Source: an optimization exercise on an open RTL-to-GDS flow (aim: small area). Production flows keep margins and buffers that such runs may drop. In this exercise RTL edits were held to simulation tests only and were not proved equivalent to the original. Power figures rest on the tool's default switching activity, not on a simulated workload.

$ cat flow/flow/run.sh
#!/bin/bash
# The standard layout, with each port buffered by the smallest buffer cell
# instead of the one buffer_ports picks by default.
set -euo pipefail
export BUFFER_PORTS_ARGS="-buffer_cell sky130_fd_sc_hd__buf_1"
bash standard.sh finish > flow_make.log 2>&1
$ cat flow/standard.sh
#!/bin/bash
# synth_recipe.tcl (not shown) runs the flow's synth.tcl, then flattens the netlist and writes it again
# the make line also repeats each setting of config.mk as NAME=value (left out here)
make -C /OpenROAD-flow-scripts/flow DESIGN_CONFIG=/design/flow/config.mk WORK_HOME=/design/flow/orfs CLKGATE_MAP_FILE= SYNTH_SCRIPT=/design/flow/synth_recipe.tcl "${@:-finish}"
$ cat flow/config.mk
export PLATFORM = sky130hd
export DESIGN_NAME = fetch_top
export DESIGN_NICKNAME = fetch_top
export VERILOG_FILES = /design/flow/design.v
export SDC_FILE = /design/flow/constraint.sdc
export NUM_CORES = 4
export LEC_CHECK = 0
export CAP_MARGIN = 20
export CORE_MARGIN = 2
export CORE_UTILIZATION = 40
export SLEW_MARGIN = 20
$ cat flow/constraint.sdc
create_clock -name core_clock -period 8.0 [get_ports {CLK}]
set_input_delay 1.6000 -clock core_clock [delete_from_list [all_inputs] [get_ports {CLK}]]
set_output_delay 1.6000 -clock core_clock [all_outputs]
set_load 0.01 [all_outputs]
$ cat flow/design.v
module inst_rom (
    input  logic [5:0]  word_addr,
    input  logic        fault,
    output logic [31:0] de_ir,
    output logic        illegal
);
    logic n000;
    logic n001;
    logic n002;
    logic n003;
    logic n004;
    logic n005;
    logic n006;
    logic n007;
    logic n008;
    logic n009;
    logic n010;
    logic n011;
    logic n012;
    logic n013;
    logic n014;
    logic n015;
    logic n016;
    logic n017;
    logic n018;
    logic n019;
    logic n020;
    logic n021;
    logic n022;
    logic n023;
    logic n024;
    logic n025;
    logic n026;
    logic n027;
    logic n028;
    logic n029;
    logic n030;
    logic n031;
    logic n032;
    logic n033;
    logic n034;
    logic n035;
    logic n036;
    logic n037;
    logic n038;
    logic n039;
    logic n040;
    logic n041;
    logic n042;
    logic n043;
    logic n044;
    logic n045;
    logic n046;
    logic n047;
    logic n048;
    logic n049;
    logic n050;
    logic n051;
    logic n052;
    logic n053;
    logic n054;
    logic n055;
    logic n056;
    logic n057;
    logic n058;
    logic n059;
    logic n060;
    logic n061;
    logic n062;
    logic n063;
    logic n064;
    logic n065;
    logic n066;
    logic n067;
    logic n068;
    logic n069;
    logic n070;
    logic n071;
    logic n072;
    logic n073;
    logic n074;
    logic n075;
    logic n076;
    logic n077;
    logic n078;
    logic n079;
    logic n080;
    logic n081;
    logic n082;
    logic n083;
    logic n084;
    logic n085;
    logic n086;
    logic n087;
    logic n088;
    logic n089;
    logic n090;
    logic n091;
    logic n092;
    logic n093;
    logic n094;
    logic n095;
    logic n096;
    logic n097;
    logic n098;
    logic n099;
    logic n100;
    logic n101;
    logic n102;
    logic n103;
    logic n104;
    logic n105;
    logic n106;
    logic n107;
    logic n108;
    logic n109;
    logic n110;
    logic n111;
    logic n112;
    logic n113;
    logic n114;
    logic n115;
    logic n116;
    logic n117;
    logic n118;
    logic n119;
    logic n120;
    logic n121;
    logic n122;
    logic n123;
    logic n124;
    logic n125;
    logic n126;
    logic n127;
    logic n128;
    logic n129;
    logic n130;
    logic n131;
    logic n132;
    logic n133;
    logic n134;
    logic n135;
    logic n136;
    logic n137;
    logic n138;
    logic n139;
    logic n140;
    logic n141;
    logic n142;
    logic n143;
    logic n144;
    logic n145;
    logic n146;
    logic n147;
    logic n148;
    logic n149;
    logic n150;
    logic n151;
    logic n152;
    logic n153;
    logic n154;
    logic n155;
    logic n156;
    logic n157;
    logic n158;
    logic n159;
    logic n160;
    logic n161;
    logic n162;
    logic n163;
    logic n164;
    logic n165;
    logic n166;
    logic n167;
    logic n168;
    logic n169;
    assign n072 = n071 ? word_addr[0] : n115;
    assign n073 = n004 & ~(n031);
    assign n074 = ~((n166 & word_addr[2]) | n073);
    assign n075 = n072 | ~(n074);
    assign n076 = ~((n025 | word_addr[4]) & n147);
    assign de_ir[9] = n075 & ~(n076);
    assign n077 = de_ir[9] & de_ir[16];
    assign n078 = n156 & ~(n016);
    assign de_ir[19] = n077 ? n037 : n078;
    assign n079 = n017 | n108;
    assign de_ir[18] = de_ir[25] | ~(n079);
    assign n080 = de_ir[16] | word_addr[5];
    assign n081 = n021 | ~(de_ir[9]);
    assign de_ir[17] = n080 & ~(n081);
    assign n082 = de_ir[2] | ~(n042);
    assign n083 = n137 & n159;
    assign n084 = n083 | n128;
    assign n085 = n084 & ~(n150);
    assign n086 = n082 & ~(n085);
    assign n087 = word_addr[4] & ~(n022);
    assign n088 = word_addr[1] & ~(n064);
    assign n089 = ~((n088 | n087) & n132);
    assign de_ir[13] = ~n089;
    assign n090 = n089 & ~(fault);
    assign de_ir[15] = n086 ? de_ir[13] : n090;
    assign n091 = n163 | ~(n110);
    assign de_ir[14] = de_ir[25] | ~(n091);
    assign n092 = n111 & ~(n135);
    assign n093 = n083 | ~(n047);
    assign n094 = ~((n093 | n092) & n109);
    assign de_ir[12] = ~((n089 | n137) & n094);
    assign de_ir[11] = de_ir[19] | n020;
    assign de_ir[10] = n140 | ~(n017);
    assign n095 = ~((n033 | n154) & n059);
    assign de_ir[8] = n095 | n062;
    assign n096 = n037 & ~(n166);
    assign n097 = n157 | ~(n096);
    assign n098 = n111 ? word_addr[3] : word_addr[4];
    assign n099 = n098 & n127;
    assign n100 = ~((n097 & word_addr[0]) | n099);
    assign n101 = n100 & n059;
    assign de_ir[7] = n052 & ~(n101);
    assign n102 = n050 ^ n148;
    assign de_ir[6] = de_ir[5] & ~(n102);
    assign n103 = ~(n033 & n009);
    assign de_ir[0] = n103 | n134;
    assign n104 = ~n118;
    assign n105 = ~((n144 | n104) & n037);
    assign n106 = ~(n105 | n087);
    assign illegal = ~((n106 & n103) | n003);
    assign n107 = n007 | n116;
    assign de_ir[30] = de_ir[5] & ~(n107);
    assign n108 = ~word_addr[4];
    assign n109 = ~(fault | word_addr[5]);
    assign n110 = n109 & ~(n108);
    assign n111 = word_addr[1] & word_addr[2];
    assign n112 = ~(n111 & word_addr[3]);
    assign de_ir[26] = n110 & ~(n112);
    assign n113 = word_addr[1] & ~(word_addr[3]);
    assign n114 = ~(word_addr[4] | word_addr[0]);
    assign n115 = ~(word_addr[1] | word_addr[2]);
    assign n116 = ~(n115 | n111);
    assign n117 = ~word_addr[3];
    assign n118 = word_addr[2] & ~(word_addr[0]);
    assign n119 = n117 & ~(n118);
    assign n120 = n119 & n116;
    assign n121 = ~(word_addr[0] | word_addr[2]);
    assign n122 = word_addr[3] ? n115 : n121;
    assign n123 = ~(n122 | n120);
    assign n124 = word_addr[5] & ~(word_addr[4]);
    assign n125 = n124 & ~(n123);
    assign n126 = ~((n114 & n113) | n125);
    assign n127 = ~(word_addr[0] | word_addr[5]);
    assign n128 = word_addr[1] & ~(word_addr[4]);
    assign n129 = word_addr[0] & word_addr[2];
    assign n130 = n128 & ~(n129);
    assign n131 = ~((n115 & word_addr[4]) | n130);
    assign n132 = n109 & ~(n113);
    assign n133 = word_addr[3] & ~(n114);
    assign n134 = n133 | ~(n132);
    assign n135 = ~(word_addr[3] & word_addr[0]);
    assign n136 = n135 | ~(n109);
    assign n137 = word_addr[4] & ~(word_addr[2]);
    assign n138 = n137 | n116;
    assign n139 = n138 | n136;
    assign n140 = ~((n134 | n131) & n139);
    assign n141 = ~(n140 | n127);
    assign n142 = ~n114;
    assign n143 = word_addr[3] & ~(word_addr[1]);
    assign n144 = ~(n143 & word_addr[4]);
    assign n145 = ~((n144 & n142) | word_addr[2]);
    assign n146 = ~((n131 & n117) | n145);
    assign n147 = ~fault;
    assign n148 = ~(word_addr[4] | word_addr[1]);
    assign n149 = ~n148;
    assign n150 = n114 | word_addr[5];
    assign n151 = ~((n150 | n149) & n147);
    assign n152 = n146 & ~(n151);
    assign n153 = ~n152;
    assign de_ir[3] = ~((n141 & n126) | n153);
    assign n154 = ~n109;
    assign n155 = ~word_addr[1];
    assign n156 = word_addr[4] & word_addr[3];
    assign n157 = n155 ? n117 : n156;
    assign n158 = ~word_addr[2];
    assign n159 = ~(word_addr[3] | word_addr[0]);
    assign n160 = n135 & ~(n159);
    assign n161 = ~(word_addr[3] | word_addr[1]);
    assign n162 = n161 & n121;
    assign n163 = ~((n160 & word_addr[2]) | n162);
    assign n164 = n163 & ~(n158);
    assign n165 = ~word_addr[0];
    assign n166 = ~(word_addr[4] | word_addr[3]);
    assign n167 = ~(n166 | n156);
    assign n168 = n167 ? n165 : n157;
    assign n169 = n158 & ~(n168);
    assign n000 = ~((n164 & n157) | n169);
    assign n001 = n000 & ~(n154);
    assign n002 = n001 | n132;
    assign n003 = ~(n002 | de_ir[3]);
    assign n004 = n156 | word_addr[5];
    assign n005 = word_addr[2] & ~(word_addr[3]);
    assign n006 = ~n005;
    assign n007 = ~n156;
    assign n008 = word_addr[2] | ~(word_addr[3]);
    assign n009 = n121 & ~(n161);
    assign n010 = n009 | ~(n008);
    assign n011 = word_addr[3] & ~(word_addr[0]);
    assign n012 = n108 ? n155 : n111;
    assign n013 = n012 & n011;
    assign n014 = ~((n010 & n007) | n013);
    assign n015 = ~((n006 | n168) & n014);
    assign de_ir[4] = n003 | ~(n015);
    assign n016 = fault | ~(word_addr[5]);
    assign n017 = n016 | n146;
    assign n018 = word_addr[4] ? n154 : n017;
    assign n019 = n018 | de_ir[3];
    assign n020 = de_ir[4] & ~(n019);
    assign n021 = n108 & ~(n017);
    assign n022 = n143 | ~(n129);
    assign n023 = n011 | n127;
    assign n024 = n022 & ~(n023);
    assign n025 = ~n024;
    assign n026 = word_addr[0] & ~(n166);
    assign n027 = ~(n026 & n007);
    assign n028 = n160 & ~(n131);
    assign n029 = n111 | n108;
    assign n030 = n129 & ~(n029);
    assign n031 = n137 | n155;
    assign n032 = n030 | ~(n031);
    assign n033 = ~((n032 & n027) | n028);
    assign n034 = n110 & ~(n033);
    assign n035 = ~((n034 | n021) & n025);
    assign n036 = n020 & ~(n035);
    assign n037 = ~word_addr[5];
    assign n038 = ~(n118 & n037);
    assign n039 = n038 & ~(n026);
    assign n040 = ~((n113 | word_addr[2]) & n037);
    assign n041 = ~n040;
    assign n042 = ~((n041 & n167) | n039);
    assign n043 = n109 & ~(n155);
    assign n044 = n042 ? n043 : n020;
    assign de_ir[23] = n044 & ~(n036);
    assign de_ir[22] = de_ir[23] & n004;
    assign n045 = ~(n161 | n111);
    assign n046 = ~(n045 | n167);
    assign n047 = ~((n148 & n118) | n030);
    assign n048 = ~((n158 & word_addr[5]) | n120);
    assign n049 = n048 ^ n047;
    assign n050 = ~((n046 & n041) | n049);
    assign n051 = de_ir[22] | ~(n050);
    assign de_ir[2] = n051 & ~(n003);
    assign n052 = n126 & ~(fault);
    assign n053 = n133 & ~(n155);
    assign n054 = n045 & ~(n053);
    assign n055 = n005 | n137;
    assign n056 = ~((n055 & word_addr[0]) | n054);
    assign n057 = ~((n056 | word_addr[5]) & n052);
    assign de_ir[25] = de_ir[2] & ~(n057);
    assign de_ir[24] = ~n035;
    assign n058 = n162 | n142;
    assign n059 = n058 | n017;
    assign de_ir[21] = ~((n000 | n154) & n059);
    assign de_ir[20] = ~n057;
    assign n060 = n166 ? n121 : word_addr[5];
    assign n061 = ~(n060 & n155);
    assign n062 = n052 & ~(n061);
    assign n063 = ~(n038 | n167);
    assign n064 = word_addr[2] & ~(word_addr[4]);
    assign n065 = ~(n064 & n053);
    assign n066 = ~((n119 & word_addr[1]) | n026);
    assign n067 = n047 & ~(n066);
    assign n068 = ~((n067 & n065) | n063);
    assign de_ir[5] = ~(n068 | n003);
    assign n069 = n031 | n166;
    assign n070 = de_ir[5] & ~(n069);
    assign de_ir[16] = n070 | n062;
    assign n071 = word_addr[3] & ~(word_addr[5]);
    assign { de_ir[31], de_ir[29:27], de_ir[1] } = { de_ir[26], de_ir[26:25], de_ir[26], de_ir[0] };
endmodule
module legal_check (
    input  logic de_v,
    input  logic illegal,    
    output logic f_ii
);
    assign f_ii = de_v && illegal;
endmodule
module inst_cache (
    input  logic       CLK,
    input  logic       reset,
    input  logic [5:0] fetch_pc,    
    input  logic       fetch_req,
    output logic       hit
);
    logic [2:0] tag_mem [8];
    logic [7:0] line_v;
    logic [1:0] cnt;         
    logic [5:0] refill_pc;
    logic       start;
    logic       fill;
    assign hit   = line_v[fetch_pc[2:0]] && (tag_mem[fetch_pc[2:0]] == fetch_pc[5:3]);
    assign start = (cnt == 2'd0) && fetch_req && !hit;
    assign fill  = (cnt == 2'd3);
    always_ff @(posedge CLK) begin
        if (reset) begin
            cnt    <= 2'd0;
            line_v <= 8'd0;
        end else begin
            if (start || cnt != 2'd0) begin
                cnt <= cnt + 2'd1;
            end
            if (fill) begin
                line_v[refill_pc[2:0]] <= 1'b1;
            end
        end
    end
    always_ff @(posedge CLK) begin
        if (cnt == 2'd0) begin
            refill_pc <= fetch_pc;
        end
    end
    always_ff @(posedge CLK) begin
        if (fill) begin
            tag_mem[refill_pc[2:0]] <= refill_pc[5:3];
        end
    end
endmodule
module fetch_stage (
    input  logic    CLK,
    input  logic    reset,
    input  logic [1:0] pc_mux,
    input  logic [63:0] br_target,
    input  logic [63:0] mtvec,
    input  logic    trap,
    input  logic    br_stall_de,
    input  logic    br_stall_agex,
    input  logic    br_stall_mem,
    input  logic    mem_stall,
    input  logic    cache_hit,
    output logic [63:0] fetch_pc,
    output logic    fetch_req,
    output logic    de_v,
    output logic    fault,
    output logic    f_iam,
    output logic    f_iaf
);
    logic [63:0] pc_next;
    logic        branch;
    logic        v_next;
    logic        misaligned;
    logic        hi_zero;
    logic        prev_in_rom;
    assign misaligned = |fetch_pc[1:0];
    assign hi_zero    = ~|fetch_pc[63:9];
    assign fetch_req = !misaligned && hi_zero && !fetch_pc[8];
    logic        adv;       
    logic        keep;      
    logic        ld_trap;
    logic        ld_br;
    logic [63:2] inc;       
    assign branch = br_stall_mem && (pc_mux == 2'd1);
    assign v_next = !trap && !br_stall_de && !br_stall_agex && !br_stall_mem &&
                    (!fetch_req || cache_hit);
    assign ld_trap = !reset && !mem_stall && trap;
    assign ld_br   = !reset && !mem_stall && !trap && branch;
    assign adv     = !reset && !mem_stall && v_next;
    assign keep    = !reset && !ld_trap && !ld_br;
    localparam int BLK = 16;
    logic [63:2] ones;      
    logic [63/BLK:0] blk;      
    for (genvar i = 2; i < 64; i++) begin : g_ones
        if ((i - 2) % BLK == 0) begin : g_first
            assign ones[i] = fetch_pc[i];
        end else begin : g_next
            assign ones[i] = ones[i-1] && fetch_pc[i];
        end
    end
    assign blk[0] = adv;
    for (genvar j = 1; j <= 61/BLK; j++) begin : g_blk
        assign blk[j] = blk[j-1] && ones[BLK*j+1];
    end
    for (genvar i = 2; i < 64; i++) begin : g_inc
        if ((i - 2) % BLK == 0) begin : g_first
            assign inc[i] = blk[(i-2)/BLK];
        end else begin : g_next
            assign inc[i] = blk[(i-2)/BLK] && ones[i-1];
        end
    end
    assign pc_next[1:0]  = ({2{ld_trap}} & mtvec[1:0]) | ({2{ld_br}} & br_target[1:0]) |
                           ({2{keep}} & fetch_pc[1:0]);
    assign pc_next[63:2] = ({62{ld_trap}} & mtvec[63:2]) | ({62{ld_br}} & br_target[63:2]) |
                           ({62{keep}} & (fetch_pc[63:2] ^ inc));
    always_ff @(posedge CLK) begin
        fetch_pc <= pc_next;
    end
    always_ff @(posedge CLK) begin
        if (reset) begin
            de_v <= 1'b0;
        end else if (!mem_stall) begin
            de_v <= v_next;
        end
    end
    assign prev_in_rom = hi_zero && (fetch_pc[8] ^ (|fetch_pc[7:2]));
    assign fault = misaligned || !prev_in_rom;
    assign f_iam = de_v && misaligned;
    assign f_iaf = de_v && !prev_in_rom;
endmodule
module fetch_top (
    input  logic    CLK,
    input  logic    reset,
    input  logic [1:0] pc_mux,
    input  logic [63:0] br_target,
    input  logic [63:0] mtvec,
    input  logic    trap,
    input  logic    br_stall_de,
    input  logic    br_stall_agex,
    input  logic    br_stall_mem,
    input  logic    mem_stall,
    output logic    de_v,
    output logic [31:0]   de_ir,
    output logic [63:0] de_npc,
    output logic    f_iam,
    output logic    f_iaf,
    output logic    f_ii
);
    logic [63:0] fetch_pc;
    logic        fetch_req;
    logic        cache_hit;
    logic        fault;
    logic        illegal;
    fetch_stage u_fetch_stage (
        .CLK           (CLK),
        .reset         (reset),
        .pc_mux        (pc_mux),
        .br_target     (br_target),
        .mtvec         (mtvec),
        .trap          (trap),
        .br_stall_de   (br_stall_de),
        .br_stall_agex (br_stall_agex),
        .br_stall_mem  (br_stall_mem),
        .mem_stall     (mem_stall),
        .cache_hit     (cache_hit),
        .fetch_pc      (fetch_pc),
        .fetch_req     (fetch_req),
        .de_v          (de_v),
        .fault         (fault),
        .f_iam         (f_iam),
        .f_iaf         (f_iaf)
    );
    inst_cache u_inst_cache (
        .CLK       (CLK),
        .reset     (reset),
        .fetch_pc  (fetch_pc[7:2]),
        .fetch_req (fetch_req),
        .hit       (cache_hit)
    );
    assign de_npc = fetch_pc;
    inst_rom u_inst_rom (
        .word_addr (fetch_pc[7:2]),
        .fault     (fault),
        .de_ir     (de_ir),
        .illegal   (illegal)
    );
    legal_check u_legal_check (
        .de_v    (de_v),
        .illegal (illegal),
        .f_ii    (f_ii)
    );
endmodule
==> results of run 1 <==
metal layers:
metal	global-route usage	up-vias	part of all wire
met2	0.3859	284	0.46
met3	0.04397	31	0.067
li1	-	3160	-
met4	0.09136	0	0.026
met5	0	-	0
met1	0.3354	3054	0.44
flip-flops by register name, summed over array words and instances, names as in the netlist:
signal and flops:
u_inst_cache.refill_pc 6, u_inst_cache.tag_mem 24, u_inst_cache.cnt 2, u_inst_cache.line_v 8
u_fetch_stage.fetch_pc 64, u_fetch_stage.de_v 1
through the flow:
step | cell area (sq um) | std cells | worst slack (ns)
after floorplan | 6449 | 735 | 2.988
after CTS | 7802 | 1166 | 2.411
after detailed placement | 7491 | 1150 | 2.832
after global routing | 7802 | 1166 | 1.988
final | 7802 | 1166 | 2.337
after global placement | 7491 | 1150 | 2.909
worst min-delay path, stage by stage, from the launching register on:
cell and delay (ns):
dfxtp_1 0.32, a21oi_1 0.04, nor2_1 0.08
power by group:
group	switching, mW	internal (mW)	total, mW
clock network	0.212	0.249	0.461
registers	0.0565	0.596	0.653
logic	0.168	0.106	0.274
logic make-up (layout without fill, tap and decap cells):
family                   Yosys count  after routing  share of synthesized area
flip-flops                       105            105                     0.3725
AND/OR/NAND/NOR                  252            252                     0.2090
AO/OA/AOI/OAI                    203            203                     0.2097
multiplexers                      15             15                    0.03900
adder cells (fa/ha/maj)           16             16                    0.03104
buffers and inverters             79            294                    0.05045
XOR/XNOR                          65             65                    0.08828
placed cells by master, fill, tap and decap left out, drive strengths merged, types with 16 or more instances in the layout:
| master | instances |
|---|---|
| buf | 246 |
| dfxtp | 75 |
| o21ai | 67 |
| nor2 | 61 |
| a22oi | 52 |
| nand2 | 51 |
| xnor2 | 48 |
| inv | 31 |
| edfxtp | 30 |
| nand3 | 26 |
| a21oi | 21 |
| nor4 | 20 |
| nor3 | 20 |
| xor2 | 17 |
| nand4 | 17 |
| ha | 16 |
how the worst min path moves through the flow:
stage / startpoint / end / slack (ns) / cells past startpoint
floorplan: u_inst_cache.line_v[2] / u_inst_cache.line_v[2] / 0.43 / 2
global placement: u_inst_cache.line_v[6] / u_inst_cache.line_v[6] / 0.45 / 2
detailed placement: u_inst_cache.line_v[6] / u_inst_cache.line_v[6] / 0.46 / 2
CTS: u_inst_cache.line_v[6] / u_inst_cache.line_v[6] / 0.48 / 2
global route: u_inst_cache.line_v[5] / u_inst_cache.line_v[5] / 0.52 / 2
finish: u_inst_cache.line_v[2] / u_inst_cache.line_v[2] / 0.47 / 2
final cells by class:
type	instances	area [sq um]	share of cell area
Multi-Input combinational cell	551	3737	0.4790
Clock buffer	9	225.2	0.02886
Timing Repair Buffer	246	960.9	0.1232
Tap cell	216	270.3	0.03464
Sequential cell	105	2402	0.3079
Inverter	32	120.1	0.01539
Clock inverter	7	86.33	0.01106
==> flow_summary.yaml, run 1 <==
synth:
  ys_types: 70
  synth_fp_nets: 888
  synth_edf_count: 30
  ys_ff_latch: 105
  synthCells: 735
  netlist_top_cells_count: "75 x dfxtp_1, 60 x nor2_1, 52 x a22oi_1, 52 x o21ai_0, 50 x nand2_1"
  syn-mean-instance-area_sq_um: 8.774
  synth_area_sq_mm: 0.006449
  yosys.area.top_type: "dfxtp_1"
  yosys_warnings: 2
  synthArstFlopShare: 0
  yosysSeqAreaShare: 0.3725
  synth_most_common_cell: "dfxtp_1"
  synth_top_cell_area_share: 0.2328
  synth_flop_cell: "dfxtp_1"
  synth_area_leaders: "dfxtp_1 23%, edfxtp_1 14%, xnor2_1 6.5%"
floorplan:
  core_area_sq_mm: 0.01583
  rows: 46
  die_h_microns: 131.0
  initial_utilization: 0.4074
  die_w_microns: 131.0
  pin_count: 237
  fp.dieArea_sq_mm: 0.01715
clock_network:
  worstSkewPairLatency_ns: 0.35
  cts_sinks: 105
  cts_tree: "built"
  ctsLongestPathBuffers: 2
  path_clk_slew_ns: 0.07
  cts_hold_buffers: 0
  post_cts_buffers: 0
  cts.repair.resized: 0
  cts_inserted_buffers: 9
  htreeDepth: 3
  cts_root_buf: "clkbuf_16"
power_and_ir_drop:
  ir_drop_v: 0.00009400
  p_leak_nw: 2.611
  power_density_mw_per_mm2: 177.9
  p_total_mw: 1.388
timing:
  setup_viol: 0
  slew_headroom: 0.3504
  finClkSkew_ns: 0.01124
  clock.fmax_mhz: 176.6
  maxSlewViolCount: 0
  finalCriticalPeriod_ns: 5.663
  grt_setup_unrepaired: "false"
  tightest_slew_ns: 0.9744
  final_hold_viol_count: 0
  min_period_over_period: 0.7078
  hold_ws_ns: 0.4747
  finalSetupTns_ns: 0
critical_path:
  worstSetupPathType: "flip-flop to output port"
  critical_path.top_delay_family: "compound AO/OA/AOI/OAI gates"
  cp_data_required_time_ns: 6.40
  crit_buf_inv: 2
  startpoint: "u_fetch_stage.fetch_pc[5]"
  reg2reg_to: "u_fetch_stage.fetch_pc[63]"
  cp.arrival_ns: 4.06
  path_cells: "clkinv_1 -> ha_1 -> nand2_1 -> o31a_1 -> o22ai_1 -> a21o_1 -> a2111oi_0 -> o21ai_0 -> mux2i_1 -> o21bai_1 -> buf_1"
  endpoint_kind: "output port"
  rrSetupSlack_ns: 4.41
  startpoint_type: "flip-flop"
  slowest_delay_ns: 0.85
  crit_fanout: 24
  crit_end: "de_ir[11]"
  critPathSlowestCell: "dfxtp_1"
  timing.rr.start: "u_fetch_stage.fetch_pc[7]"
  ff2ff_path_depth: 9
  cp.depth: 11
final_layout:
  fin_util: 0.4930
  n_antenna_cell: 0
  final_nets: 1098
  synthToLayoutAreaGrowth_pct: 20.99
  drive_gt1_frac: 0.05895
  fillers: 1624
global_routing:
  grt_usage: 0.2445
  grt_pass1_wl_microns: 32350
  grt_overflow: 0
  antenna_found_initial: 0
  grt_pass1_vias: 5870
  grt_start_max_net_pins: 67
route:
  wl_per_cell_microns: 18.42
  antenna_left: 0
  drc: 0
  drt_iter0_markers: 536
  routed_wl_microns: 21480
  first_pass_iters: 5
  vias_per_cell: 5.599
  route.vias.total: 6529
run:
  cap_violations: 0
placement:
  numPortBuffers: 236
  place_congestion: 0.9193
  dp.final_hpwl_microns: 16120
outcome:
  outcome: "no timing/DRC/antenna violations"
min_path:
  hp-class: "flip-flop to flip-flop"
==> run 2, diff against run 1 <==
==> flow/run.sh (new file) <==
#!/bin/bash
# synth_recipe.tcl (not shown) runs the flow's synth.tcl, then flattens the netlist and writes it again
# the make line also repeats each setting of config.mk as NAME=value (left out here)
make -C /OpenROAD-flow-scripts/flow DESIGN_CONFIG=/design/flow/config.mk WORK_HOME=/design/flow/orfs CLKGATE_MAP_FILE= SYNTH_SCRIPT=/design/flow/synth_recipe.tcl finish
removed: flow/flow/run.sh
removed: flow/standard.sh
==> run 2 against run 1 <==
  * Global-route usage rose by 2.8 points
  * Final area up 19%
  * Cell count stayed put
  * Fmax down 10%
  * Sequential power is essentially flat
  * Clock-buffer cell count unchanged
  * Highest routed layer unchanged
  * Synthesized cell count did not move
  * Critical path type unchanged
  * Via count rose by 1.7%
  * Largest cell class unchanged
  * Critical path depth stayed put
  * Combinational power is 26% higher
==> flow_summary.yaml, run 2 <==
timing:
  tightest_slew_ns: 0.9823
  final_hold_viol_count: 0
  setup_viol: 0
  maxSlewViolCount: 0
  slew_headroom: 0.3451
  finClkSkew_ns: 0.01199
  finalCriticalPeriod_ns: 6.297
  clock.fmax_mhz: 158.8
  finalSetupTns_ns: 0
  hold_ws_ns: 0.4714
  grt_setup_unrepaired: "false"
  min_period_over_period: 0.7872
min_path:
  hp-class: "flip-flop to flip-flop"
  hold_start: "u_inst_cache.line_v[6]"
  hold-path-endpoint: "u_inst_cache.line_v[6]"
  whs_path_depth: 2
synth:
  synthArstFlopShare: 0
  synth_top_cell_area_share: 0.2328
  yosysSeqAreaShare: 0.3725
  synth_flop_cell: "dfxtp_1"
  synth_fp_nets: 888
  synth_area_sq_mm: 0.006449
  synth_most_common_cell: "dfxtp_1"
  ys_types: 70
  syn-mean-instance-area_sq_um: 8.774
  synthCells: 735
  yosys.area.top_type: "dfxtp_1"
  ys_ff_latch: 105
  synth_area_leaders: "dfxtp_1 23%, edfxtp_1 14%, xnor2_1 6.5%"
  netlist_top_cells_count: "75 x dfxtp_1, 60 x nor2_1, 52 x a22oi_1, 52 x o21ai_0, 50 x nand2_1"
  yosys_warnings: 2
  synth_edf_count: 30
clock_network:
  worstSkewPairLatency_ns: 0.36
  cts_tree: "built"
  cts_sinks: 105
  post_cts_buffers: 0
  htreeDepth: 3
  path_clk_slew_ns: 0.08
  cts_inserted_buffers: 9
  cts_hold_buffers: 0
  cts.repair.resized: 0
  cts_root_buf: "clkbuf_16"
  ctsLongestPathBuffers: 2
final_layout:
  n_antenna_cell: 0
  final_nets: 1098
  fillers: 1369
  regMostFlops: "u_fetch_stage.fetch_pc"
  synthToLayoutAreaGrowth_pct: 43.48
  mostFrequentLayoutCells: "236 x clkdlybuf4s50_1, 75 x dfxtp_1, 60 x nor2_1"
  largest_reg_flops: 64
  drive_gt1_frac: 0.05895
  final_common_cell: "clkdlybuf4s50_1"
  stdcell_count: 1166
route:
  vias_per_cell: 5.692
  routed_wl_microns: 23780
  drc: 0
  antenna_left: 0
  wl_per_cell_microns: 20.39
  route.vias.total: 6637
  first_pass_iters: 5
  drt_iter0_markers: 619
global_routing:
  met1_usage: 0.3586
  grt_use_met3: 0.07288
  grt_pass1_vias: 6405
  met2_usage: 0.4343
  grt-busiest-layer: "met2"
  antenna_found_initial: 0
  grt_usage: 0.2725
  grt_overflow: 0
  grt_pass1_wl_microns: 35510
  grt_start_max_net_pins: 66
critical_path:
  ff2ff_path_depth: 9
  path_common_cell: "a21oi_1"
  timing.rr.start: "u_fetch_stage.fetch_pc[2]"
  crit_fanout: 24
  startpoint_type: "flip-flop"
  cp_data_required_time_ns: 6.40
  path_cells: "clkinv_1 -> ha_1 -> nand2_1 -> o31ai_1 -> a222oi_1 -> a211o_1 -> a21oi_1 -> o2bb2ai_1 -> a21oi_1 -> o32ai_1 -> clkdlybuf4s50_1"
  reg2reg_to: "u_fetch_stage.fetch_pc[11]"
  crit_buf_inv: 2
  rrSetupSlack_ns: 3.98
  worstSetupPathType: "flip-flop to output port"
  critical_path.top_delay_family: "compound AO/OA/AOI/OAI gates"
  endpoint_kind: "output port"
  critPathSlowestCell: "dfxtp_1"
  cp.arrival_ns: 4.70
  slowest_delay_ns: 0.83
floorplan:
  fp.dieArea_sq_mm: 0.01715
  pin_count: 237
  die_w_microns: 131.0
  initial_utilization: 0.4074
  rows: 46
  core_area_sq_mm: 0.01583
  die_h_microns: 131.0
outcome:
  outcome: "no timing/DRC/antenna violations"
power_and_ir_drop:
  pwr-share-clk: 0.305
  p_total_mw: 1.441
  ir_drop_v: 0.0001083
  power_density_mw_per_mm2: 155.7
  p_sw_uw: 454.5
  p_leak_nw: 3.196
  pwr-share-comb: 0.240
  power.share.switching: 0.3155
  p_int_uw: 986.2
  p_seq_frac: 0.455
placement:
  place_congestion: 0.9066
  numPortBuffers: 236
  dp.cells: 1150
  dp.final_hpwl_microns: 18020
run:
  cap_violations: 0
[run 2: cell count changes in the layout (fill, tap and decap cells not counted)]
cell,change
buf_1,-236
clkinvlp_4,+2
clkdlybuf4s50_1,+236
inv_6,+2
bufinv_16,-1
inv_8,-1
clkinv_4,-2
[run 2: worst max path at each step]
stage,start,cells after the start,slack [ns],endpoint
6_report,u_fetch_stage.fetch_pc[5],11,1.70,de_ir[18]
4_1_cts,u_fetch_stage.fetch_pc[5],11,1.81,de_ir[18]
5_1_grt,u_fetch_stage.fetch_pc[5],11,1.40,de_ir[18]
3_3_place_gp,u_fetch_stage.fetch_pc[5],11,2.33,de_ir[11]
2_1_floorplan,u_fetch_stage.fetch_pc[4],13,2.99,de_ir[28]
3_5_place_dp,u_fetch_stage.fetch_pc[5],11,2.23,de_ir[18]
[run 2: kinds of logic after synthesis]
logic type,share of synthesized area
AOI/OAI and AO/OA,0.2097
xor gates and xnor gates,0.08828
adders and majority gates,0.03104
buffers and inverters,0.05045
DFF,0.3725
muxes,0.03900
and+or+nand+nor,0.2090
[run 2: layout make-up]
cell class / count / area [sq um] / area share
Sequential cell: 105 / 2402 / 0.2596
Clock buffer: 9 / 225.2 / 0.02434
Tap cell: 216 / 270.3 / 0.02921
Timing Repair Buffer: 246 / 2437 / 0.2634
Multi-Input combinational cell: 551 / 3737 / 0.4039
Inverter: 32 / 120.1 / 0.01298
Clock inverter: 7 / 60.06 / 0.006491
[run 2: metrics by stage]
stage	area, sq um	setup WS (ns)	util
global placement	8967	2.329	0.5666
global route	9253	1.401	0.5846
CTS	9253	1.815	0.5846
floorplan	6449	2.988	-
finish	9253	1.703	0.5846
detailed placement	8967	2.227	0.5666
[run 2: layer usage]
| metal | up-vias | wire length, microns |
|---|---|---|
| met1 | 3123 | 9934 |
| li1 | 3153 | - |
| met3 | 44 | 1871 |
| met4 | 0 | 619 |
| met5 | - | 0 |
| met2 | 317 | 11350 |
[run 2: worst min-delay path, delay by kind of cell, from the launching register on]
kind               cells  cell delay [ns]
DFF                    1             0.33
and+or+nand+nor        1             0.07
AOI/OAI and AO/OA      1             0.04
[run 2: power groups by stage]
stage / registers, mW / logic [mW] / clock network [mW]
CTS: 0.655 / 0.344 / 0.446
finish: 0.655 / 0.346 / 0.439
global route: 0.663 / 0.372 / 0.467
detailed placement: 0.667 / 0.341 / 0
global placement: 0.664 / 0.339 / 0
floorplan: 0.654 / 0.172 / 0
==> run 3, diff against run 2 <==
==> flow/flow/run.sh (new file) <==
#!/bin/bash
# The standard layout, with two changes:
#  * after the standard synthesis, its combinational cells are mapped again by
#    ABC with an area-oriented script (flip-flops, their names and cell types
#    are left as the standard synthesis made them);
#  * each port is buffered by the smallest buffer cell instead of the one
#    buffer_ports picks by default.
set -euo pipefail
HERE=$(pwd)
LIB=$FLOW_HOME/platforms/sky130hd/lib/sky130_fd_sc_hd__tt_025C_1v80.lib
YOSYS=${YOSYS_EXE:-$FLOW_HOME/../tools/install/yosys/bin/yosys}
command -v "$YOSYS" > /dev/null || YOSYS=yosys
R=$HERE/orfs/results/sky130hd/fetch_top/base

bash standard.sh synth > flow_synth.log 2>&1

cp $R/1_2_yosys.v $HERE/std_netlist.v
python3 flow/mkmap.py $LIB $HERE/comb_cells.v > flow_mkmap.log 2>&1
cat > $HERE/resyn.ys <<EOT
read_liberty -lib $LIB
read_verilog $HERE/std_netlist.v
hierarchy -top fetch_top
techmap -map $HERE/comb_cells.v
opt -purge
techmap
opt -purge
abc -liberty $LIB -dont_use *probe* -dont_use *lpflow* -script $HERE/flow/resyn.abc
setundef -zero
splitnets
opt_clean -purge
hilomap -singleton -hicell sky130_fd_sc_hd__conb_1 HI -locell sky130_fd_sc_hd__conb_1 LO
insbuf -buf sky130_fd_sc_hd__buf_4 A X
stat -liberty $LIB
write_verilog -noattr -noexpr -nohex -nodec $HERE/resyn_netlist.v
EOT
"$YOSYS" -s $HERE/resyn.ys > flow_resyn.log 2>&1

# hand the new netlist to the rest of the flow
cp $HERE/resyn_netlist.v $R/1_2_yosys.v
rm -f $R/1_synth.odb $R/1_synth.sdc
export BUFFER_PORTS_ARGS="-buffer_cell sky130_fd_sc_hd__buf_1"
bash standard.sh synth > flow_synth2.log 2>&1
bash standard.sh finish > flow_finish.log 2>&1
==> flow/flow/mkmap.py (new file) <==
#!/usr/bin/env python3
# Write a Yosys techmap file that turns each combinational sky130hd cell into its
# liberty function (flip-flops, latches and cells without a function are left out).
import re, sys
lib = open(sys.argv[1]).read()
out = open(sys.argv[2], 'w')
# split into cell groups
for m in re.finditer(r'\n\s*cell\s*\(\s*"?([\w]+)"?\s*\)\s*\{', lib):
    name = m.group(1)
    start = m.end()
    # find matching brace
    depth = 1; i = start
    while depth:
        c = lib[i]
        if c == '{': depth += 1
        elif c == '}': depth -= 1
        i += 1
    body = lib[start:i]
    if re.search(r'\b(ff|latch|statetable)\s*\(', body):
        continue
    pins = []
    for pm in re.finditer(r'\n\s*pin\s*\(\s*"?([\w]+)"?\s*\)\s*\{', body):
        pstart = pm.end(); depth = 1; j = pstart
        while depth:
            c = body[j]
            if c == '{': depth += 1
            elif c == '}': depth -= 1
            j += 1
        pb = body[pstart:j]
        d = re.search(r'direction\s*:\s*"?(\w+)"?', pb)
        f = re.search(r'\n\s*function\s*:\s*"([^"]*)"', pb)
        pins.append((pm.group(1), d.group(1) if d else None, f.group(1) if f else None))
    outs = [p for p in pins if p[1] == 'output']
    ins = [p for p in pins if p[1] == 'input']
    if not outs or any(p[2] is None for p in outs) or not ins:
        continue
    out.write(f"module {name} ({', '.join(p[0] for p in ins + outs)});\n")
    for p in ins: out.write(f"  input {p[0]};\n")
    for p in outs: out.write(f"  output {p[0]};\n")
    for p in outs:
        fn = p[2].replace('!', '~').replace("'", '')
        out.write(f"  assign {p[0]} = {fn};\n")
    out.write("endmodule\n")
==> flow/flow/resyn.abc (new file) <==
strash
&get -n
&dch -f
&nf -R 1000
&put
==> flow/standard.sh (new file) <==
#!/bin/bash
# synth_recipe.tcl (not shown) runs the flow's synth.tcl, then flattens the netlist and writes it again
# the make line also repeats each setting of config.mk as NAME=value (left out here)
make -C /OpenROAD-flow-scripts/flow DESIGN_CONFIG=/design/flow/config.mk WORK_HOME=/design/flow/orfs CLKGATE_MAP_FILE= SYNTH_SCRIPT=/design/flow/synth_recipe.tcl "${@:-finish}"
removed: flow/run.sh
==> run 3 against run 2 <==
  * Still clean on timing, DRC and antenna
  * Utilization fell by 7.8 points
  * Setup slack improved by 0.026 ns
  * Clock-buffer cell count rose by 2
  * Non-clock buffer count rose by 2
  * Synthesized cell count fell by 3.8%
  * Global-route usage fell by 1.3 points
  * Sequential share of layout area rose by 6.9 points
  * Largest power group unchanged
  * Highest routed layer unchanged
==> flow_summary.yaml, run 3 <==
route:
  first_pass_iters: 5
  wl_per_cell_microns: 18.18
  antenna_left: 0
  drc: 0
  vias_per_cell: 5.801
  routed_wl_microns: 20790
  drt_iter0_markers: 777
  route.vias.total: 6636
global_routing:
  grt_pass1_vias: 6014
  grt_start_max_net_pins: 73
  grt_pass1_wl_microns: 32660
  antenna_found_initial: 0
  grt_usage: 0.2592
  grt_overflow: 0
min_path:
  hp-class: "flip-flop to flip-flop"
timing:
  tightest_slew_ns: 0.9492
  finalSetupTns_ns: 0
  final_hold_viol_count: 0
  clock.fmax_mhz: 159.5
  slew_headroom: 0.3658
  maxSlewViolCount: 0
  finClkSkew_ns: 0.009346
  hold_ws_ns: 0.4773
  grt_setup_unrepaired: "false"
  min_period_over_period: 0.7839
  finalCriticalPeriod_ns: 6.272
  setup_viol: 0
clock_network:
  path_clk_slew_ns: 0.07
  cts.repair.resized: 0
  cts_inserted_buffers: 9
  cts_sinks: 105
  cts_root_buf: "clkbuf_16"
  post_cts_buffers: 0
  ctsLongestPathBuffers: 2
  htreeDepth: 3
  cts_hold_buffers: 0
  worstSkewPairLatency_ns: 0.35
  cts_tree: "built"
outcome:
  outcome: "no timing/DRC/antenna violations"
final_layout:
  n_antenna_cell: 0
  largest_reg_flops: 64
  regMostFlops: "u_fetch_stage.fetch_pc"
  fin_util: 0.5069
  mostFrequentLayoutCells: "236 x buf_1, 94 x nor2_1, 75 x dfxtp_1"
  final_nets: 1092
  synthToLayoutAreaGrowth_pct: 24.72
  drive_gt1_frac: 0.02917
  final_common_cell: "buf_1"
floorplan:
  die_h_microns: 125.1
  rows: 44
  initial_utilization: 0.4064
  fp.dieArea_sq_mm: 0.01564
  die_w_microns: 125.1
  core_area_sq_mm: 0.01442
  pin_count: 237
synth:
  synthCells: 707
  syn-mean-instance-area_sq_um: 8.291
  yosys_warnings: 2
  synth_fp_nets: 844
  synth_area_sq_mm: 0.005862
run:
  cap_violations: 0
critical_path:
  path_cells: "nor4_1 -> nand4_1 -> nor3_1 -> nand3_1 -> nor2_1 -> nand2_1 -> or2_0 -> o22ai_1 -> nand2_1 -> o41ai_1 -> nand2_1 -> nand4_1 -> o21ai_0 -> a31o_1 -> buf_1"
  cp_data_required_time_ns: 6.40
  cp.arrival_ns: 4.67
  startpoint_type: "flip-flop"
  endpoint_kind: "output port"
  critPathSlowestCell: "nor4_1"
  worstSetupPathType: "flip-flop to output port"
  path_common_cell: "nand2_1"
  slowest_delay_ns: 0.72
  crit_fanout: 11
power_and_ir_drop:
  ir_drop_v: 0.00009913
  p_leak_nw: 2.346
  p_total_mw: 1.291
  power_density_mw_per_mm2: 176.6
placement:
  place_congestion: 0.9376
  dp.final_hpwl_microns: 15570
  numPortBuffers: 236
run 3: layer usage:
metal | vias up | part of all wire | global-route usage
met1 | 3053 | 0.45 | 0.3589
met4 | 0 | 0.021 | 0.07974
met5 | - | 0 | 0
met2 | 342 | 0.45 | 0.4063
met3 | 32 | 0.079 | 0.05648
li1 | 3209 | - | -
run 3: report_power, final:
group	total [mW]	internal (mW)	switching, mW
clock network	0.464	0.268	0.195
logic	0.202	0.0781	0.124
registers	0.625	0.584	0.0412
run 3: critical path: cells and delay by family (launching register included):
| kind | cells | cell delay (ns) |
|---|---|---|
| and+or+nand+nor | 10 | 2.60 |
| buffers and inverters | 1 | 0.12 |
| DFF | 1 | 0.37 |
| AOI/OAI and AO/OA | 4 | 1.21 |
run 3: final timing paths:
kind | start | endpoint | slack (ns) | cells past startpoint
max reg2reg | u_fetch_stage.fetch_pc[2] | u_fetch_stage.fetch_pc[61] | 2.62 | 18
max | u_fetch_stage.fetch_pc[11] | de_ir[11] | 1.73 | 15
min reg2reg | u_inst_cache.line_v[2] | u_inst_cache.line_v[2] | 0.48 | 2
min | u_inst_cache.line_v[2] | u_inst_cache.line_v[2] | 0.48 | 2
run 3: final cells by class:
class	instances	area, sq um
sequential	105	2402
fill	1488	7113
inverter	10	37.54
timing repair buffer	248	975.9
clock buffer	11	264.0
clock inverter	5	50.05
multi-input combinational	581	3351
tap	184	230.2
run 3: metrics by stage:
step                      instance area [sq um]  cells  setup slack, ns
after global routing                       7311   1144            1.271
after floorplan                            5862    707           0.6474
after detailed placement                   6997   1128            1.734
after CTS                                  7311   1144            1.810
final                                      7311   1144            1.728
after global placement                     6997   1128            1.913
==> run 4, diff against run 3 <==
--- a/flow/flow/run.sh
+++ b/flow/flow/run.sh
@@ -4,7 +4,8 @@
 #    ABC with an area-oriented script (flip-flops, their names and cell types
 #    are left as the standard synthesis made them);
 #  * each port is buffered by the smallest buffer cell instead of the one
-#    buffer_ports picks by default.
+#    buffer_ports picks by default;
+#  * clock tree synthesis without dummy loads and with smaller clock buffers.
 set -euo pipefail
 HERE=$(pwd)
 LIB=$FLOW_HOME/platforms/sky130hd/lib/sky130_fd_sc_hd__tt_025C_1v80.lib
@@ -39,5 +40,6 @@
 cp $HERE/resyn_netlist.v $R/1_2_yosys.v
 rm -f $R/1_synth.odb $R/1_synth.sdc
 export BUFFER_PORTS_ARGS="-buffer_cell sky130_fd_sc_hd__buf_1"
+export CTS_ARGS="-sink_clustering_enable -repair_clock_nets -dont_use_dummy_load -buf_list sky130_fd_sc_hd__clkbuf_8 -root_buf sky130_fd_sc_hd__clkbuf_8"
 bash standard.sh synth > flow_synth2.log 2>&1
 bash standard.sh finish > flow_finish.log 2>&1
==> run 4 against run 3 <==
  * Non-clock buffer count unchanged
  * Global-route usage is 0.084 points lower
  * Synthesized area did not move
  * Sequential share of layout area increased by 0.88 points
  * Cell count decreased by 0.61%
  * Utilization decreased by 1.3 points
  * Clock power decreased by 42%
  * Worst hold slack barely moved
  * Final area is 2.6% lower
  * Clock skew up 0.020 ns
  * Synthesized cell count is the same
  * Critical endpoint unchanged
  * Largest power group unchanged
==> flow_summary.yaml, run 4 <==
final_layout:
  drive_gt1_frac: 0.02518
  largest_reg_flops: 64
  regArea_sq_mm: 0.002402
  regMostFlops: "u_fetch_stage.fetch_pc"
  multi_input_area_sq_mm: 0.003351
  fillers: 1517
  final_common_cell: "buf_1"
  fin_util: 0.4937
  stdcell_count: 1137
  final_nets: 1092
  n_antenna_cell: 0
  fin_area_sq_mm: 0.007121
  mostFrequentLayoutCells: "236 x buf_1, 94 x nor2_1, 75 x dfxtp_1"
  synthToLayoutAreaGrowth_pct: 21.47
synth:
  yosys_warnings: 2
  syn-mean-instance-area_sq_um: 8.291
  synth_fp_nets: 844
  synth_area_sq_mm: 0.005862
  synthCells: 707
critical_path:
  worstSetupPathType: "flip-flop to output port"
  crit_fanout: 11
  endpoint_kind: "output port"
  startpoint_type: "flip-flop"
  cp.arrival_ns: 4.75
  slowest_delay_ns: 0.74
  cp_data_required_time_ns: 6.40
  critPathSlowestCell: "nor4_1"
  path_common_cell: "nand2_1"
  path_cells: "nor4_1 -> nand4_1 -> nor3_1 -> nand3_1 -> nor2_1 -> nand2_1 -> or2_0 -> o22ai_1 -> nand2_1 -> o41ai_1 -> nand2_1 -> nand4_1 -> o21ai_0 -> a31o_1 -> buf_1"
timing:
  fin_ws_ns: 1.652
  slew_headroom: 0.3929
  maxSlewViolCount: 0
  grt_setup_unrepaired: "false"
  clock.fmax_mhz: 157.5
  final_hold_viol_count: 0
  setup_viol: 0
  finalCriticalPeriod_ns: 6.348
  tightest_slew_ns: 0.9087
  finalSetupTns_ns: 0
  finClkSkew_ns: 0.02888
  min_period_over_period: 0.7935
floorplan:
  core_area_sq_mm: 0.01442
  rows: 44
  pin_count: 237
  initial_utilization: 0.4064
  die_w_microns: 125.1
  die_h_microns: 125.1
  fp.dieArea_sq_mm: 0.01564
outcome:
  outcome: "no timing/DRC/antenna violations"
power_and_ir_drop:
  p_leak_nw: 2.257
  p_sw_uw: 331.8
  p_int_uw: 763.2
  pwr-share-comb: 0.185
  ir_drop_v: 0.00009339
  pwr-share-clk: 0.244
  power.share.switching: 0.3030
  power_density_mw_per_mm2: 153.8
  p_seq_frac: 0.571
clock_network:
  worstSkewPairLatency_ns: 0.38
  cts_sinks: 105
  cts_tree: "built"
  htreeDepth: 3
  path_clk_slew_ns: 0.09
  post_cts_buffers: 0
  cts_hold_buffers: 0
  cts_root_buf: "clkbuf_8"
  cts_inserted_buffers: 9
  cts.repair.resized: 0
  ctsLongestPathBuffers: 2
route:
  vias_per_cell: 5.880
  highest_layer: "met4"
  drt_iter0_markers: 671
  wl_per_cell_microns: 18.39
  route.vias.total: 6685
  antenna_left: 0
  routed_wl_microns: 20910
  first_pass_iters: 6
  met3_length_microns: 1576
  dr_wl_met2_microns: 9440
  drc: 0
  wl_met1_microns: 9359
global_routing:
  grt_pass1_wl_microns: 32550
  grt_overflow: 0
  grt_usage: 0.2584
  grt_pass1_vias: 5980
  antenna_found_initial: 0
  grt_start_max_net_pins: 73
run:
  cap_violations: 0
placement:
  post-place-ws_ns: 1.734
  dp.final_hpwl_microns: 15570
  place_congestion: 0.9376
  place_area_sq_mm: 0.006997
  dp.cells: 1128
  numPortBuffers: 236
min_path:
  hp-class: "flip-flop to flip-flop"
-- run 4: per-layer routing --
metal	vias up	GRT usage
li1	3203	-
met4	0	0.08954
met3	42	0.05006
met2	334	0.4038
met5	-	0
met1	3106	0.3585
-- run 4: final timing paths --
path | to | startpoint | depth (start not counted) | slack (ns)
max reg2reg | u_fetch_stage.fetch_pc[61] | u_fetch_stage.fetch_pc[2] | 18 | 2.61
min | u_inst_cache.line_v[2] | u_inst_cache.line_v[2] | 2 | 0.48
max | de_ir[11] | u_fetch_stage.fetch_pc[11] | 15 | 1.65
min reg2reg | u_inst_cache.line_v[2] | u_inst_cache.line_v[2] | 2 | 0.48
-- run 4: cell type report --
cell class	instances	share of cell area
Multi-Input combinational cell	581	0.4706
Inverter	10	0.005271
Sequential cell	105	0.3374
Tap cell	184	0.03233
Clock buffer	9	0.01740
Timing Repair Buffer	248	0.1371
-- run 4: power groups by stage --
stage          sequential, mW  clock, mW  combinational (mW)
2_1_floorplan           0.641          0               0.103
3_3_place_gp            0.636          0               0.202
3_5_place_dp            0.636          0               0.201
4_1_cts                 0.624      0.273               0.201
5_1_grt                 0.630      0.290               0.224
6_report                0.625      0.267               0.203
-- run 4: worst max-delay path, delay by kind of cell, from the launching register on --
kind            cells  cell delay, ns
simple gates       10            2.62
compound gates      4            1.23
flops               1            0.38
buf+inv             1            0.12
-- run 4: through the flow --
step	hold slack [ns]	total power [mW]
floorplan	0.4396	0.7445
global placement	0.4484	0.8375
detailed placement	0.4617	0.8366
CTS	0.4816	1.098
global route	0.5002	1.145
finish	0.4769	1.095
==> run 5, diff against run 4 <==
--- a/flow/flow/run.sh
+++ b/flow/flow/run.sh
@@ -40,6 +40,6 @@
 cp $HERE/resyn_netlist.v $R/1_2_yosys.v
 rm -f $R/1_synth.odb $R/1_synth.sdc
 export BUFFER_PORTS_ARGS="-buffer_cell sky130_fd_sc_hd__buf_1"
-export CTS_ARGS="-sink_clustering_enable -repair_clock_nets -dont_use_dummy_load -buf_list sky130_fd_sc_hd__clkbuf_8 -root_buf sky130_fd_sc_hd__clkbuf_8"
+export CTS_ARGS="-sink_clustering_enable -repair_clock_nets -dont_use_dummy_load -buf_list sky130_fd_sc_hd__clkbuf_8 -root_buf sky130_fd_sc_hd__clkbuf_8 -sink_clustering_size 35 -sink_clustering_max_diameter 100"
 bash standard.sh synth > flow_synth2.log 2>&1
 bash standard.sh finish > flow_finish.log 2>&1
==> flow/flow/resyn.abc (replaced) <==
strash; &get -n; &dc2; &dc2; &dch -f; &nf -R 1000; &put
==> run 5 against run 4 <==
  * Utilization rose by 0.74 points
  * Fmax fell by 5.3%
  * Worst hold slack improved by 0.0079 ns
  * Highest routed layer unchanged
  * Clock skew rose by 0.0078 ns
  * Global-route usage rose by 1.9 points
  * Die area fell by 3.0%
  * Critical endpoint is now u_fetch_stage.fetch_pc[61]
  * Still clean
  * Flip-flop and latch count did not move
==> flow_summary.yaml, run 5 <==
route:
  drt_iter0_markers: 584
  antenna_left: 0
  wl_per_cell_microns: 19.50
  route.vias.total: 6547
  drc: 0
  vias_per_cell: 5.957
  first_pass_iters: 7
  routed_wl_microns: 21430
power_and_ir_drop:
  p_leak_nw: 2.307
  ir_drop_v: 0.00009022
  power_density_mw_per_mm2: 153.8
floorplan:
  die_h_microns: 123.2
  rows: 43
  core_area_sq_mm: 0.01388
  pin_count: 237
  die_w_microns: 123.2
  fp.dieArea_sq_mm: 0.01517
  initial_utilization: 0.4092
outcome:
  outcome: "no timing/DRC/antenna violations"
placement:
  place_congestion: 0.9516
  post-place-ws_ns: 0.9540
  numPortBuffers: 236
  dp.final_hpwl_microns: 15880
timing:
  grt_setup_unrepaired: "false"
  final_hold_viol_count: 0
  fin_ws_ns: 1.294
  setup_viol: 0
  slew_headroom: 0.4536
  min_period_over_period: 0.8383
  clock.fmax_mhz: 149.1
  finalSetupTns_ns: 0
  finalCriticalPeriod_ns: 6.706
  finClkSkew_ns: 0.03666
  maxSlewViolCount: 0
  tightest_slew_ns: 0.8196
synth:
  yosys_warnings: 2
  synthCells: 670
  syn-mean-instance-area_sq_um: 8.478
  synth_area_sq_mm: 0.005680
  synth_fp_nets: 807
clock_network:
  cts.repair.resized: 0
  worstSkewPairLatency_ns: 0.39
  htreeDepth: 3
  post_cts_buffers: 0
  ctsLongestPathBuffers: 2
  cts_hold_buffers: 0
  path_clk_slew_ns: 0.09
  cts_sinks: 105
  cts_tree: "built"
  cts_root_buf: "clkbuf_8"
  cts_inserted_buffers: 9
min_path:
  hp-class: "flip-flop to flip-flop"
  hold-path-endpoint: "u_inst_cache.line_v[3]"
  whs_path_depth: 2
  hold_start: "u_inst_cache.line_v[3]"
critical_path:
  cp.arrival_ns: 6.98
  reg2reg_to: "u_fetch_stage.fetch_pc[61]"
  critical_path.top_delay_family: "simple AND/OR/NAND/NOR gates"
  timing.rr.start: "u_fetch_stage.fetch_pc[4]"
  path_cells: "buf_1 -> or3_1 -> nor4_1 -> nand4_1 -> nor4_1 -> buf_4 -> and3_1 -> and3_1 -> and2_0 -> nand3_1 -> nor3_1 -> and3_1 -> and3_1 -> and3_1 -> and2_0 -> and3_1 -> and4_1 -> and2_0 -> and3_1 -> nor3_1 -> a221o_1"
  startpoint_type: "input pin"
  critPathSlowestCell: "nor3_1"
  slowest_delay_ns: 0.46
  cp_data_required_time_ns: 8.27
  path_common_cell: "and3_1"
  worstSetupPathType: "input pin to flip-flop"
  endpoint_kind: "flip-flop"
  crit_fanout: 8
  crit_buf_inv: 2
  rrSetupSlack_ns: 2.33
  ff2ff_path_depth: 21
final_layout:
  regMostFlops: "u_fetch_stage.fetch_pc"
  mostFrequentLayoutCells: "236 x buf_1, 87 x nor2_1, 75 x dfxtp_1"
  fin_util: 0.5011
  final_common_cell: "buf_1"
  synthToLayoutAreaGrowth_pct: 22.44
  final_nets: 1057
  largest_reg_flops: 64
  fillers: 1460
  drive_gt1_frac: 0.02832
global_routing:
  grt_start_max_net_pins: 72
  grt_overflow: 0
  antenna_found_initial: 0
  grt_pass1_wl_microns: 32220
  grt_usage: 0.2772
  grt_pass1_vias: 5987
run:
  cap_violations: 0
[run 5: cell count changes in the layout (fill, tap and decap cells not counted), moves of 6 or more]
cell	previous run	this run
nand2_1	65	58
nor2_1	94	87
nand3_1	29	18
o21ai_0	72	63
xor2_1	16	3
a22oi_1	43	34
a222oi_1	1	8
nand4_1	15	9
xnor2_1	22	15
[run 5: final cells by class]
cell class                      count  area (sq um)  share of cell area
Multi-Input combinational cell    545          3177              0.4567
Tap cell                          180         225.2             0.03238
Inverter                            9         33.78            0.004857
Antenna cell                        1         2.502           0.0003598
Timing Repair Buffer              250         991.0              0.1425
Sequential cell                   105          2402              0.3454
Clock buffer                        9         123.9             0.01781
[run 5: metrics by stage]
step | cell area (sq um) | hold WS, ns | instances | power, mW
floorplan | 5680 | 0.4348 | 670 | 0.7131
global placement | 6829 | 0.4536 | 1089 | 0.8026
detailed placement | 6829 | 0.4718 | 1089 | 0.8045
CTS | 6953 | 0.4863 | 1098 | 1.070
global route | 6953 | 0.5154 | 1098 | 1.120
finish | 6955 | 0.4847 | 1099 | 1.069
[run 5: metal layers]
metal | up-vias | wire (microns) | track usage
met4 | 0 | 384 | 0.09233
met2 | 314 | 10240 | 0.4485
met5 | - | 0 | 0
met3 | 28 | 1711 | 0.05535
li1 | 3103 | - | -
met1 | 3102 | 9092 | 0.3705
[run 5: tightest hold or removal path, delay by kind of cell (launching register included)]
family,cells,cell delay (ns)
flops,1,0.33
simple gates,2,0.12
[run 5: how the worst max path moves through the flow]
stage,cells past startpoint,to,startpoint
floorplan,5,u_fetch_stage.fetch_pc[12],mem_stall
global placement,21,u_fetch_stage.fetch_pc[61],mem_stall
detailed placement,21,u_fetch_stage.fetch_pc[61],mem_stall
CTS,21,u_fetch_stage.fetch_pc[61],mem_stall
global route,22,u_fetch_stage.fetch_pc[63],mem_stall
finish,21,u_fetch_stage.fetch_pc[61],mem_stall
[run 5: power breakdown]
| part | total [mW] | switching [mW] | internal [mW] |
|---|---|---|---|
| clock | 0.274 | 0.172 | 0.102 |
| sequential | 0.601 | 0.0322 | 0.569 |
| combinational | 0.195 | 0.120 | 0.0746 |
==> run 6, diff against run 5 <==
==> flow/config.mk (replaced) <==
export PLATFORM = sky130hd
export DESIGN_NAME = fetch_top
export DESIGN_NICKNAME = fetch_top
export VERILOG_FILES = /design/flow/design.v
export SDC_FILE = /design/flow/constraint.sdc
export NUM_CORES = 4
export LEC_CHECK = 0
export CAP_MARGIN = 10
export CORE_MARGIN = 2
export CORE_UTILIZATION = 60
export SLEW_MARGIN = 10
==> run 6 against run 5 <==
  * Still clean
  * Die area shrank 32%
  * Total power shrank 1.4%
  * Clock-buffer cell count is the same
  * Clock power shrank 4%
  * Sequential share of layout area grew 0.56 points
  * Clock skew grew 0.010 ns
  * Final area shrank 1.6%
  * Utilization grew 24 points
  * Wire length shrank 8.7%
  * Setup slack lost 0.35 ns
  * Critical path type unchanged
  * Highest routed layer unchanged
==> flow_summary.yaml, run 6 <==
route:
  wl_met1_microns: 7183
  highest_layer: "met4"
  antenna_left: 0
  routed_wl_microns: 19570
  first_pass_iters: 5
  drt_iter0_markers: 594
  wl_per_cell_microns: 19.07
  route.vias.total: 6623
  drc: 0
  dr_wl_met2_microns: 9786
  vias_per_cell: 6.455
  met3_length_microns: 1850
floorplan:
  pin_count: 237
  fp.dieArea_sq_mm: 0.01026
  rows: 35
  core_area_sq_mm: 0.009196
  die_h_microns: 101.3
  initial_utilization: 0.6177
  die_w_microns: 101.3
final_layout:
  final_common_cell: "buf_1"
  synthToLayoutAreaGrowth_pct: 20.48
  mostFrequentLayoutCells: "236 x buf_1, 87 x nor2_1, 75 x dfxtp_1"
  final_nets: 1054
  largest_reg_flops: 64
  regMostFlops: "u_fetch_stage.fetch_pc"
  drive_gt1_frac: 0.02514
  fin_area_sq_mm: 0.006844
  n_antenna_cell: 0
  fillers: 778
global_routing:
  grt_pass1_vias: 6139
  grt_pass1_wl_microns: 29940
  antenna_found_initial: 0
  grt_usage: 0.3695
  grt_start_max_net_pins: 72
  grt_overflow: 0
timing:
  final_hold_viol_count: 0
  slew_headroom: 0.4103
  finalSetupTns_ns: 0
  finalCriticalPeriod_ns: 7.057
  tightest_slew_ns: 0.8778
  maxSlewViolCount: 0
  min_period_over_period: 0.8821
  clock.fmax_mhz: 141.7
  hold_ws_ns: 0.4852
  setup_viol: 0
  grt_setup_unrepaired: "false"
  finClkSkew_ns: 0.04716
critical_path:
  slowest_delay_ns: 0.64
  startpoint_type: "input pin"
  timing.rr.start: "u_fetch_stage.fetch_pc[3]"
  path_cells: "buf_1 -> or3_1 -> nor4_1 -> nand4_1 -> nor4_1 -> and3_1 -> and3_1 -> and2_0 -> nand3_1 -> nor3_1 -> and3_1 -> and3_1 -> and3_1 -> and2_0 -> and3_1 -> and4_1 -> and2_0 -> and3_1 -> nand2_1 -> xor2_1 -> o21ai_0"
  endpoint_kind: "flip-flop"
  ff2ff_path_depth: 21
  cp_data_required_time_ns: 8.23
  worstSetupPathType: "input pin to flip-flop"
  reg2reg_to: "u_fetch_stage.fetch_pc[63]"
  critPathSlowestCell: "nor4_1"
  cp.arrival_ns: 7.28
  critical_path.top_delay_family: "simple AND/OR/NAND/NOR gates"
  rrSetupSlack_ns: 2.38
  path_common_cell: "and3_1"
  crit_buf_inv: 1
  crit_fanout: 8
clock_network:
  cts.repair.resized: 0
  ctsLongestPathBuffers: 2
  cts_root_buf: "clkbuf_8"
  post_cts_buffers: 0
  path_clk_slew_ns: 0.12
  worstSkewPairLatency_ns: 0.38
  cts_inserted_buffers: 9
  cts_hold_buffers: 0
  cts_sinks: 105
  htreeDepth: 3
  cts_tree: "built"
power_and_ir_drop:
  ir_drop_v: 0.0001047
  p_seq_frac: 0.569
  pwr-share-comb: 0.183
  pwr-share-clk: 0.248
  p_leak_nw: 2.292
  p_sw_uw: 310.1
  p_int_uw: 744.7
  power_density_mw_per_mm2: 154.1
  power.share.switching: 0.2940
min_path:
  hold_start: "u_inst_cache.line_v[0]"
  hp-class: "flip-flop to flip-flop"
  hold-path-endpoint: "u_inst_cache.line_v[0]"
  whs_path_depth: 2
placement:
  dp.final_hpwl_microns: 14290
  place_area_sq_mm: 0.006720
  place_congestion: 0.9866
  numPortBuffers: 236
synth:
  syn-mean-instance-area_sq_um: 8.478
  synth_fp_nets: 807
  synth_area_sq_mm: 0.005680
  synthCells: 670
  yosys_warnings: 2
run:
  cap_violations: 0
outcome:
  outcome: "no timing/DRC/antenna violations"
==> run 6: worst max path at each step <==
| stage | slack [ns] | from | cells past startpoint | endpoint |
|---|---|---|---|---|
| 3_3_place_gp | 1.05 | mem_stall | 20 | u_fetch_stage.fetch_pc[61] |
| 4_1_cts | 1.10 | mem_stall | 21 | u_fetch_stage.fetch_pc[63] |
| 6_report | 0.94 | mem_stall | 21 | u_fetch_stage.fetch_pc[63] |
| 2_1_floorplan | 0.48 | mem_stall | 5 | u_fetch_stage.fetch_pc[12] |
| 5_1_grt | 0.62 | mem_stall | 21 | u_fetch_stage.fetch_pc[63] |
| 3_5_place_dp | 0.77 | mem_stall | 21 | u_fetch_stage.fetch_pc[63] |
==> run 6: routing by layer <==
layer  vias up  track usage
met3        66      0.07937
met2       431       0.6536
met4         0       0.1341
met1      3031       0.4423
met5         -            0
li1       3095            -
==> run 6: layout make-up <==
class,instances,area (sq um),area share
timing repair buffer,247,968.4,0.1415
sequential,105,2402,0.3510
inverter,9,33.78,0.004936
multi-input combinational,545,3177,0.4642
tap,111,138.9,0.02029
clock buffer,9,123.9,0.01810
==> run 6: power groups by stage <==
stage	clock network [mW]	registers (mW)	logic, mW
floorplan	0	0.619	0.0945
global placement	0	0.609	0.185
detailed placement	0	0.610	0.188
CTS	0.261	0.598	0.189
global route	0.281	0.603	0.211
finish	0.262	0.600	0.193
==> run 6: worst register-to-register path, delay by kind of cell (launching register included) <==
kind                      cells  cell delay, ns
AOI/OAI and AO/OA             1            0.08
xor gates and xnor gates      1            0.15
buffers and inverters         1            0.32
DFF                           1            0.31
and+or+nand+nor              18            4.64
==> run 6: stage by stage <==
stage	utilization	cells	setup WS, ns	power, mW
after floorplan	-	670	0.4770	0.7131
after global placement	0.7307	1017	1.054	0.7941
after detailed placement	0.7307	1017	0.7678	0.7984
after CTS	0.7442	1026	1.099	1.049
after global routing	0.7442	1026	0.6158	1.095
final	0.7442	1026	0.9434	1.055

what the ideal ports hide:
How much do the figures lean on ideal ports? The routed layouts below were timed once more, with nothing changed but the port constraints.
Step 1, drivers: a clkbuf_16 drives CLK and a buf_2 each remaining input, both assumed.
Step 2 times the ports against the registers' clock, not the clock port: input delays grow and output delays shrink by t, the midpoint of the rising clock arrivals with the driver on.
Slacks: ideal / step 1 / step 2; pairs: ideal / step 1.
run | shift t [ns] | setup WS [ns] | slew at the worst register clock pin (ns)
run 1 | 0.394 | 2.337 / 2.292 / 2.686 | 0.08 / 0.08
run 2 | 0.404 | 1.703 / 1.657 / 2.061 | 0.08 / 0.08
run 3 | 0.381 | 1.728 / 1.690 / 1.698 | 0.07 / 0.07
run 4 | 0.404 | 1.652 / 1.616 / 1.719 | 0.10 / 0.10
run 5 | 0.413 | 1.294 / 1.307 / 0.893 | 0.11 / 0.11
run 6 | 0.396 | 0.943 / 0.954 / 0.558 | 0.12 / 0.12
After both steps setup and hold are still met in every run listed. The setup slack of run 5, which loses most, moves by +0.013 ns with the drivers and by -0.401 ns with both steps.
